Background: an optimization exercise with open tools, aiming at small area. Do not read the settings as production practice.
The RTL was checked by simulation tests, not by an equivalence proof against the original design.
Power is estimated from default activity; no workload was simulated.

### flow/design.v
package isa_cov_pkg;
    localparam logic [6:0] OPC_LUI       = 7'b0110111;
    localparam logic [6:0] OPC_AUIPC     = 7'b0010111;
    localparam logic [6:0] OPC_JAL       = 7'b1101111;
    localparam logic [6:0] OPC_JALR      = 7'b1100111;
    localparam logic [6:0] OPC_BRANCH    = 7'b1100011;
    localparam logic [6:0] OPC_LOAD      = 7'b0000011;
    localparam logic [6:0] OPC_STORE     = 7'b0100011;
    localparam logic [6:0] OPC_OP_IMM    = 7'b0010011;
    localparam logic [6:0] OPC_OP_IMM_32 = 7'b0011011;  
    localparam logic [6:0] OPC_OP        = 7'b0110011;
    localparam logic [6:0] OPC_OP_32     = 7'b0111011;
    localparam logic [6:0] OPC_AMO       = 7'b0101111;
    localparam logic [6:0] OPC_MISC_MEM  = 7'b0001111;  
    localparam logic [6:0] OPC_SYSTEM    = 7'b1110011;
    localparam logic [6:0] F7_BASE   = 7'b0000000;
    localparam logic [6:0] F7_ALT    = 7'b0100000;  
    localparam logic [6:0] F7_MULDIV = 7'b0000001;  
    typedef enum logic [3:0] {
        CLS_OTHER     = 4'd0,
        CLS_LUI       = 4'd1,
        CLS_AUIPC     = 4'd2,
        CLS_JAL       = 4'd3,
        CLS_JALR      = 4'd4,
        CLS_BRANCH    = 4'd5,
        CLS_LOAD      = 4'd6,
        CLS_STORE     = 4'd7,
        CLS_OP_IMM    = 4'd8,
        CLS_OP_IMM_32 = 4'd9,
        CLS_OP        = 4'd10,
        CLS_OP_32     = 4'd11,
        CLS_MULDIV    = 4'd12,
        CLS_AMO       = 4'd13,
        CLS_MISC_MEM  = 4'd14,
        CLS_SYSTEM    = 4'd15
    } class_t;
    localparam int NUM_CLASSES = 16;
    localparam int CNT_W       = 32;
    typedef logic [4:0] rd_idx_t;
    localparam rd_idx_t IDX_TOTAL = rd_idx_t'(NUM_CLASSES);
    localparam int AXI_ADDR_W = 8;
    localparam int AXI_DATA_W = 32;
    localparam logic [AXI_ADDR_W-1:0] ADDR_TOTAL = 8'h40;
    localparam logic [AXI_ADDR_W-1:0] ADDR_CTRL  = 8'h44;  
    localparam logic [1:0] RESP_OKAY   = 2'b00;
    localparam logic [1:0] RESP_SLVERR = 2'b10;
endpackage
import isa_cov_pkg::*;
module insn_classifier (
    input  logic        i_clk,
    input  logic        i_rst_n,
    input  logic        i_valid,
    input  logic [31:0] i_insn,
    output logic        o_hit,
    output isa_cov_pkg::class_t      o_class
);
    logic [6:0] opcode;
    logic [6:0] funct7;
    isa_cov_pkg::class_t     cls_next;
    assign opcode = i_insn[6:0];
    assign funct7 = i_insn[31:25];
    always_comb begin
        case (opcode)
            OPC_LUI:       cls_next = CLS_LUI;
            OPC_AUIPC:     cls_next = CLS_AUIPC;
            OPC_JAL:       cls_next = CLS_JAL;
            OPC_JALR:      cls_next = CLS_JALR;
            OPC_BRANCH:    cls_next = CLS_BRANCH;
            OPC_LOAD:      cls_next = CLS_LOAD;
            OPC_STORE:     cls_next = CLS_STORE;
            OPC_OP_IMM:    cls_next = CLS_OP_IMM;
            OPC_OP_IMM_32: cls_next = CLS_OP_IMM_32;
            OPC_AMO:       cls_next = CLS_AMO;
            OPC_MISC_MEM:  cls_next = CLS_MISC_MEM;
            OPC_SYSTEM:    cls_next = CLS_SYSTEM;
            OPC_OP: begin
                if (funct7 == F7_MULDIV) begin
                    cls_next = CLS_MULDIV;
                end else if (funct7 == F7_BASE || funct7 == F7_ALT) begin
                    cls_next = CLS_OP;
                end else begin
                    cls_next = CLS_OTHER;
                end
            end
            OPC_OP_32: begin
                if (funct7 == F7_MULDIV) begin
                    cls_next = CLS_MULDIV;
                end else if (funct7 == F7_BASE || funct7 == F7_ALT) begin
                    cls_next = CLS_OP_32;
                end else begin
                    cls_next = CLS_OTHER;
                end
            end
            default:       cls_next = CLS_OTHER;  
        endcase
    end
    always_ff @(posedge i_clk or negedge i_rst_n) begin
        if (!i_rst_n) begin
            o_hit   <= 1'b0;
            o_class <= CLS_OTHER;
        end else begin
            o_hit <= i_valid;
            if (i_valid) begin
                o_class <= cls_next;  
            end
        end
    end
endmodule
import isa_cov_pkg::*;
module hit_counter_bank (
    input  logic             i_clk,
    input  logic             i_rst_n,
    input  logic             i_hit,
    input  isa_cov_pkg::class_t           i_class,
    input  logic             i_clear,
    input  logic             i_we,
    input  isa_cov_pkg::rd_idx_t          i_widx,
    input  logic [CNT_W-1:0] i_wdata,
    input  logic [3:0]       i_wstrb,
    input  isa_cov_pkg::rd_idx_t          i_rd_idx,
    output logic [CNT_W-1:0] o_rd_data
);
    logic [CNT_W-1:0] cnt_q [NUM_CLASSES];
    logic [CNT_W-1:0] total_q;
    logic [CNT_W-1:0] wmask;
    assign wmask = {{8{i_wstrb[3]}}, {8{i_wstrb[2]}}, {8{i_wstrb[1]}}, {8{i_wstrb[0]}}};
    always_ff @(posedge i_clk or negedge i_rst_n) begin
        if (!i_rst_n) begin
            for (int i = 0; i < NUM_CLASSES; i++) begin
                cnt_q[i] <= '0;
            end
            total_q <= '0;
        end else if (i_clear) begin
            for (int i = 0; i < NUM_CLASSES; i++) begin
                cnt_q[i] <= '0;
            end
            total_q <= '0;
        end else begin
            for (int i = 0; i < NUM_CLASSES; i++) begin
                if (i_we && i_widx == i) begin
                    cnt_q[i] <= (cnt_q[i] & ~wmask) | (i_wdata & wmask);
                end else if (i_hit && i_class == i && cnt_q[i] != '1) begin
                    cnt_q[i] <= cnt_q[i] + 1'b1;
                end
            end
            if (i_we && i_widx == IDX_TOTAL) begin
                total_q <= (total_q & ~wmask) | (i_wdata & wmask);
            end else if (i_hit && total_q != '1) begin
                total_q <= total_q + 1'b1;  
            end
        end
    end
    always_comb begin
        if (i_rd_idx == IDX_TOTAL) begin
            o_rd_data = total_q;
        end else if (i_rd_idx < IDX_TOTAL) begin
            o_rd_data = cnt_q[i_rd_idx[3:0]];
        end else begin
            o_rd_data = '0;  
        end
    end
endmodule
import isa_cov_pkg::*;
module cov_csr_axil (
    input  logic                  i_clk,
    input  logic                  i_rst_n,
    input  logic                  i_awvalid,
    input  logic [AXI_ADDR_W-1:0] i_awaddr,
    output logic                  o_awready,
    input  logic                  i_wvalid,
    input  logic [AXI_DATA_W-1:0] i_wdata,
    input  logic [3:0]            i_wstrb,
    output logic                  o_wready,
    output logic                  o_bvalid,
    output logic [1:0]            o_bresp,
    input  logic                  i_bready,
    input  logic                  i_arvalid,
    input  logic [AXI_ADDR_W-1:0] i_araddr,
    output logic                  o_arready,
    output logic                  o_rvalid,
    output logic [AXI_DATA_W-1:0] o_rdata,
    output logic [1:0]            o_rresp,
    input  logic                  i_rready,
    output logic                  o_clear,
    output logic                  o_cnt_we,
    output isa_cov_pkg::rd_idx_t               o_cnt_widx,
    output logic [CNT_W-1:0]      o_cnt_wdata,
    output logic [3:0]            o_cnt_wstrb,
    output isa_cov_pkg::rd_idx_t               o_rd_idx,
    input  logic [CNT_W-1:0]      i_rd_data
);
    logic                  wr_hs;
    logic                  rd_hs;
    logic                  rd_mapped;
    logic                  bvalid_q;
    logic                  rvalid_q;
    logic [AXI_DATA_W-1:0] rdata_q;
    logic [1:0]            rresp_q;
    assign wr_hs     = i_awvalid && i_wvalid && !bvalid_q;
    assign o_awready = wr_hs;
    assign o_wready  = wr_hs;
    assign o_clear = wr_hs && (i_awaddr == ADDR_CTRL) && i_wstrb[0] && i_wdata[0];
    assign o_cnt_we    = wr_hs && (i_awaddr[1:0] == 2'b00) && (i_awaddr <= ADDR_TOTAL);
    assign o_cnt_widx  = i_awaddr[6:2];
    assign o_cnt_wdata = i_wdata;
    assign o_cnt_wstrb = i_wstrb;
    always_ff @(posedge i_clk or negedge i_rst_n) begin
        if (!i_rst_n) begin
            bvalid_q <= 1'b0;
        end else if (wr_hs) begin
            bvalid_q <= 1'b1;
        end else if (i_bready) begin
            bvalid_q <= 1'b0;
        end
    end
    assign o_bvalid = bvalid_q;
    assign o_bresp  = RESP_OKAY;  
    assign o_arready = !rvalid_q;
    assign rd_hs     = i_arvalid && !rvalid_q;
    assign rd_mapped = (i_araddr[1:0] == 2'b00) && (i_araddr <= ADDR_TOTAL);
    assign o_rd_idx  = i_araddr[6:2];
    always_ff @(posedge i_clk or negedge i_rst_n) begin
        if (!i_rst_n) begin
            rvalid_q <= 1'b0;
            rdata_q  <= '0;
            rresp_q  <= RESP_OKAY;
        end else if (rd_hs) begin
            rvalid_q <= 1'b1;
            if (rd_mapped) begin
                rdata_q <= i_rd_data;  
                rresp_q <= RESP_OKAY;
            end else begin
                rdata_q <= '0;
                rresp_q <= RESP_SLVERR;
            end
        end else if (i_rready) begin
            rvalid_q <= 1'b0;  
        end
    end
    assign o_rvalid = rvalid_q;
    assign o_rdata  = rdata_q;
    assign o_rresp  = rresp_q;
endmodule
import isa_cov_pkg::*;
module isa_cov_monitor (
    input  logic                  i_clk,
    input  logic                  i_rst_n,
    input  logic                  i_commit_valid,
    input  logic [31:0]           i_commit_insn,
    input  logic                  i_awvalid,
    input  logic [AXI_ADDR_W-1:0] i_awaddr,
    output logic                  o_awready,
    input  logic                  i_wvalid,
    input  logic [AXI_DATA_W-1:0] i_wdata,
    input  logic [3:0]            i_wstrb,
    output logic                  o_wready,
    output logic                  o_bvalid,
    output logic [1:0]            o_bresp,
    input  logic                  i_bready,
    input  logic                  i_arvalid,
    input  logic [AXI_ADDR_W-1:0] i_araddr,
    output logic                  o_arready,
    output logic                  o_rvalid,
    output logic [AXI_DATA_W-1:0] o_rdata,
    output logic [1:0]            o_rresp,
    input  logic                  i_rready
);
    logic             hit;
    isa_cov_pkg::class_t           hit_class;
    logic             clear;
    logic             cnt_we;
    isa_cov_pkg::rd_idx_t          cnt_widx;
    logic [CNT_W-1:0] cnt_wdata;
    logic [3:0]       cnt_wstrb;
    isa_cov_pkg::rd_idx_t          rd_idx;
    logic [CNT_W-1:0] rd_data;
    insn_classifier insn_classifier_i (
        .i_clk   (i_clk),
        .i_rst_n (i_rst_n),
        .i_valid (i_commit_valid),
        .i_insn  (i_commit_insn),
        .o_hit   (hit),
        .o_class (hit_class)
    );
    hit_counter_bank hit_counter_bank_i (
        .i_clk     (i_clk),
        .i_rst_n   (i_rst_n),
        .i_hit     (hit),
        .i_class   (hit_class),
        .i_clear   (clear),
        .i_we      (cnt_we),
        .i_widx    (cnt_widx),
        .i_wdata   (cnt_wdata),
        .i_wstrb   (cnt_wstrb),
        .i_rd_idx  (rd_idx),
        .o_rd_data (rd_data)
    );
    cov_csr_axil cov_csr_axil_i (
        .i_clk     (i_clk),
        .i_rst_n   (i_rst_n),
        .i_awvalid (i_awvalid),
        .i_awaddr  (i_awaddr),
        .o_awready (o_awready),
        .i_wvalid  (i_wvalid),
        .i_wdata   (i_wdata),
        .i_wstrb   (i_wstrb),
        .o_wready  (o_wready),
        .o_bvalid  (o_bvalid),
        .o_bresp   (o_bresp),
        .i_bready  (i_bready),
        .i_arvalid (i_arvalid),
        .i_araddr  (i_araddr),
        .o_arready (o_arready),
        .o_rvalid  (o_rvalid),
        .o_rdata   (o_rdata),
        .o_rresp   (o_rresp),
        .i_rready  (i_rready),
        .o_clear   (clear),
        .o_cnt_we    (cnt_we),
        .o_cnt_widx  (cnt_widx),
        .o_cnt_wdata (cnt_wdata),
        .o_cnt_wstrb (cnt_wstrb),
        .o_rd_idx  (rd_idx),
        .i_rd_data (rd_data)
    );
endmodule
### flow/run.sh
#!/bin/bash
# synth_recipe.tcl (not shown) runs the flow's synth.tcl, then flattens the netlist and writes it again
# the make line also repeats each setting of config.mk as NAME=value (left out here)
make -C /OpenROAD-flow-scripts/flow DESIGN_CONFIG=/design/flow/config.mk WORK_HOME=/design/flow/orfs CLKGATE_MAP_FILE= SYNTH_SCRIPT=/design/flow/synth_recipe.tcl finish
### flow/config.mk
export PLATFORM = sky130hd
export DESIGN_NAME = isa_cov_monitor
export DESIGN_NICKNAME = isa_cov_monitor
export VERILOG_FILES = /design/flow/design.v
export SDC_FILE = /design/flow/constraint.sdc
export NUM_CORES = 4
export LEC_CHECK = 0
export CAP_MARGIN = 20
export CORE_MARGIN = 2
export CORE_UTILIZATION = 40
export SLEW_MARGIN = 20
### flow/constraint.sdc
create_clock -name core_clock -period 5.0 [get_ports {i_clk}]
set_input_delay 1.0000 -clock core_clock [delete_from_list [all_inputs] [get_ports {i_clk}]]
set_output_delay 1.0000 -clock core_clock [all_outputs]
set_load 0.01 [all_outputs]
==> impl_metrics.tcl <==
set metrics [dict create \
    detailed_place.area_sq_mm 0.0498 \
    grt_pass1_vias 51400 \
    detail_route.drc_violations 0 \
    global_router_s_overall_resource_usage_pct 54.7 \
    postSynthCellCount 6022 \
    effective_utilization_at_floorplan_pct 40.2 \
    cts_post_setup_buffers_inserted 0 \
    first_iter_violations 10400 \
    place.detailed.hpwl_microns 246000 \
    syn-mean-instance-area_sq_um 7.61 \
    flow.area_growth_from_synthesis_pct 14.8 \
    antenna_found_initial 88 \
    cap_viol_max_count 0 \
    cp_cell_sequence "clkdlybuf4s50_1, nand3b_1, nor2_1, o21ai_0, and2_1, a22oi_1, nand2_1" \
    syn-cell-area_sq_mm 0.0458 \
    n_fill_cell 11500 \
    htreeDepth 3 \
    clk_latency_ps 730 \
    vias 58700 \
    fraction_of_layout_instances_using_a_drive_strength_above_1_pct 11.2 \
    final_period_minus_worst_setup_slack_ps 4050 \
    min_period_over_period_pct 81.1 \
    avgViaCountPerCell 7.63 \
    run_status "no timing/DRC/antenna violations" \
    synth-edff-count 0 \
    place.gp.congestion 1.19 \
    fp-row-count 124 \
    timing_hold_violations_final 0 \
    pwr_density_cell_mw_per_mm2 265 \
    grt_setup_unrepaired "no" \
    synth_seq_area_share_pct 31.9 \
    port-buffer-count 111 \
    cts_hold_buffers 0 \
    timing.setup.critical_path_class "primary input to flop" \
    clock_skew_ps 43.5 \
    final_area_sq_mm 0.0526 \
    timing.hold.worst.class "primary input to async pin" \
    timing_worst_slew_pin_value_ps 1300 \
    fin_nets 6156 \
    cp_top_family "simple AND/OR/NAND/NOR gates" \
    cpPeakStageDelay_ps 990 \
    io_pins 133 \
    wl_per_instance_microns 43.1 \
    post-route-worst-setup-slack_ps 945 \
    cp_slowest_cell "sky130_fd_sc_hd__nand3b_1" \
    ys_ff_latch 584 \
    die_span_y_microns 343 \
    cts_buffers 80 \
    maxSlewHeadroom_pct 13.2 \
    crit_arrival_ps 4640 \
    setup_crit_end_kind "flop" \
    die_w_microns 343 \
    path_clk_slew_ps 60 \
    drt-pass1-iter-count 7 \
    clock_sinks 584 \
    cts_buffer_depth 3 \
    power.leakage_nw 19.3 \
    dominantRegCellSynth "sky130_fd_sc_hd__dfrtp_1" \
    ctsRootBufferMaster "sky130_fd_sc_hd__clkbuf_16" \
    grt_pass1_wl_microns 442000 \
    setup-tns-final_ps 0 \
    maxSlewViolCount 0 \
    tritoncts "done" \
    critical_path.startpoint_type "primary input" \
    routed_wl_microns 332000 \
    detail-route-antenna-nets 0 \
    timing.critical_path.buf_inv 1 \
    die_area_sq_mm 0.117 \
    grt.overflow.total 0 \
    timing.critical_path.required_ps 5590 \
    ys_types 108 \
    critical_path.max_fanout 18 \
    ys.warnings.count 4 \
    cts_repair_resize_count 0 \
    grt_max_degree 89 \
    worst_case_vdd_ir_drop_v 0.000293 \
    core_area_sq_mm 0.114 \
    timing.final.setup_violations 0 \
    maxClockFrequency_mhz 247 \
    dpl_worst_slack_ps 481 \
    async_reset_ff_share_pct 100 \
]
-- cells by family after synthesis --
logic type / Yosys count / synth area share (%)
AOI/OAI and AO/OA: 2429 / 34.4
xor gates and xnor gates: 26 / 0.497
adders and majority gates: 17 / 0.464
buffers and inverters: 645 / 5.86
DFF: 584 / 31.9
muxes: 93 / 2.30
other: 1 / 0.00818
and+or+nand+nor: 2227 / 24.6
-- worst register-to-register path, stage by stage, from the launching register on --
cell	delay, ps
sky130_fd_sc_hd__dfrtp_1	850
sky130_fd_sc_hd__nand4_1	320
sky130_fd_sc_hd__or4_1	790
sky130_fd_sc_hd__o31ai_4	580
sky130_fd_sc_hd__and2_1	810
sky130_fd_sc_hd__a21oi_1	80
sky130_fd_sc_hd__o22a_1	240
-- metal layers --
| layer | track usage, % | share of wire (%) |
|---|---|---|
| met1 | 67.3 | 36 |
| met4 | 47.8 | 10 |
| met3 | 26.1 | 16 |
| met2 | 70.1 | 38 |
| met5 | 0.761 | 0.21 |
-- layout by cell type (no fill, tap or decap), types with 47 or more instances in the layout --
master	instances
sky130_fd_sc_hd__diode_2	69
sky130_fd_sc_hd__a21oi_1	758
sky130_fd_sc_hd__mux2i_1	57
sky130_fd_sc_hd__a22oi_1	128
sky130_fd_sc_hd__a31oi_1	83
sky130_fd_sc_hd__and3_1	89
sky130_fd_sc_hd__inv_1	122
sky130_fd_sc_hd__o211ai_1	102
sky130_fd_sc_hd__and4_1	64
sky130_fd_sc_hd__dfrtp_1	584
sky130_fd_sc_hd__nand4_1	206
sky130_fd_sc_hd__clkbuf_16	82
sky130_fd_sc_hd__a211oi_1	78
sky130_fd_sc_hd__nor4_1	69
sky130_fd_sc_hd__nor2_1	402
sky130_fd_sc_hd__buf_4	326
sky130_fd_sc_hd__nand2_1	646
sky130_fd_sc_hd__o31ai_1	63
sky130_fd_sc_hd__o221ai_1	47
sky130_fd_sc_hd__nor3_1	145
sky130_fd_sc_hd__o21ai_0	485
sky130_fd_sc_hd__nand3_1	311
sky130_fd_sc_hd__o22ai_1	105
sky130_fd_sc_hd__clkdlybuf4s50_1	102
-- cell usage after synthesis, types with 31 or more instances --
cell	instances	area [sq um]
sky130_fd_sc_hd__and3_1	89	557
sky130_fd_sc_hd__nor4_1	73	457
sky130_fd_sc_hd__nor3_1	147	736
sky130_fd_sc_hd__dfrtp_1	584	14600
sky130_fd_sc_hd__o22ai_1	105	657
sky130_fd_sc_hd__nor2b_1	33	206
sky130_fd_sc_hd__a31oi_1	83	519
sky130_fd_sc_hd__a22oi_1	128	961
sky130_fd_sc_hd__o31ai_1	63	473
sky130_fd_sc_hd__nand2_1	652	2450
sky130_fd_sc_hd__or3_1	31	194
sky130_fd_sc_hd__nand2b_1	51	319
sky130_fd_sc_hd__o211ai_1	102	766
sky130_fd_sc_hd__a32oi_1	39	342
sky130_fd_sc_hd__mux2i_1	57	571
sky130_fd_sc_hd__clkbuf_1	329	1230
sky130_fd_sc_hd__o21ai_0	487	2440
sky130_fd_sc_hd__inv_1	123	462
sky130_fd_sc_hd__a22o_1	41	359
sky130_fd_sc_hd__nor2_1	409	1540
sky130_fd_sc_hd__o311ai_0	35	307
sky130_fd_sc_hd__buf_2	121	606
sky130_fd_sc_hd__and2_1	40	250
sky130_fd_sc_hd__nand3_1	311	1560
sky130_fd_sc_hd__and4_1	65	569
sky130_fd_sc_hd__a211oi_1	78	586
sky130_fd_sc_hd__nand4_1	206	1290
sky130_fd_sc_hd__buf_1	39	146
sky130_fd_sc_hd__a21oi_1	758	3790
sky130_fd_sc_hd__o22a_1	39	342
sky130_fd_sc_hd__a221oi_1	38	333
sky130_fd_sc_hd__o221ai_1	47	412
-- power breakdown --
group,internal (mW),switching (mW)
Clock,3.49,2.58
Combinational,0.658,1.64
Sequential,4.93,0.628
Total,9.08,4.85
-- registers in the layout, indices dropped and copies added (netlist names) --
register / flops
cov_csr_axil_i.rresp_q: 1
insn_classifier_i.o_class: 4
hit_counter_bank_i.total_q: 32
cov_csr_axil_i.rvalid_q: 1
cov_csr_axil_i.bvalid_q: 1
cov_csr_axil_i.rdata_q: 32
insn_classifier_i.o_hit: 1
hit_counter_bank_i.cnt_q: 512
-- through the flow --
step	util, %	std cells	hold slack [ps]	power [mW]
detailed placement	43.6	7475	483	7.71
floorplan	-	6024	462	6.23
global route	46.1	7638	394	14.1
global placement	43.6	7474	471	7.69
finish	46.2	7687	339	13.9
CTS	46.0	7616	375	13.7
-- final cells by class --
class	count	area (sq um)	area share, %
multi-input cells	4795	28800	54.7
flip-flops and latches	584	14600	27.8
repair buffers	460	4050	7.70
clock buffers	114	2360	4.49
well taps	1512	1890	3.59
inverters	126	473	0.898
clock inverters	27	294	0.559
diodes	69	173	0.328
-- path summary, 6_finish.rpt --
check | to | slack, ps | startpoint | depth (start not counted)
max in group asynchronous | hit_counter_bank_i.cnt_q[11][16] | 3490 | i_rst_n | 2
max | hit_counter_bank_i.cnt_q[12][22] | 950 | i_awaddr[6] | 7
min | hit_counter_bank_i.cnt_q[5][23] | 340 | i_rst_n | 1
max reg2reg | hit_counter_bank_i.cnt_q[12][7] | 1220 | hit_counter_bank_i.cnt_q[12][7] | 6
min in group core_clock | cov_csr_axil_i.rdata_q[8] | 510 | cov_csr_axil_i.rdata_q[8] | 2
min reg2reg | cov_csr_axil_i.rdata_q[8] | 510 | cov_csr_axil_i.rdata_q[8] | 2

[afterwards: timing with drivers on the ports]
Ports are ideal in the flow. The routed layout listed here was re-timed in OpenROAD. Step 1 (the two cells are an assumption about what drives the block):
set clk [get_ports {i_clk}]
set_driving_cell -lib_cell sky130_fd_sc_hd__clkbuf_16 $clk
set_driving_cell -lib_cell sky130_fd_sc_hd__buf_2 [delete_from_list [all_inputs] $clk]
Step 2 times the ports against the registers' clock, not the clock port: input delays grow and output delays shrink by t, the midpoint of the rising clock arrivals with the driver on. a / b / c = ideal ports / drivers / drivers and shift; a / b = the first two.
t, ns: 0.797
slack for setup (ns): 0.945 / 0.974 / 0.211
worst hold slack (ns): 0.339 / 0.301 / 0.509
After both steps this run still meets setup and hold. For this run, drivers alone change the setup slack by +0.029 ns; drivers and shift together by -0.734 ns.
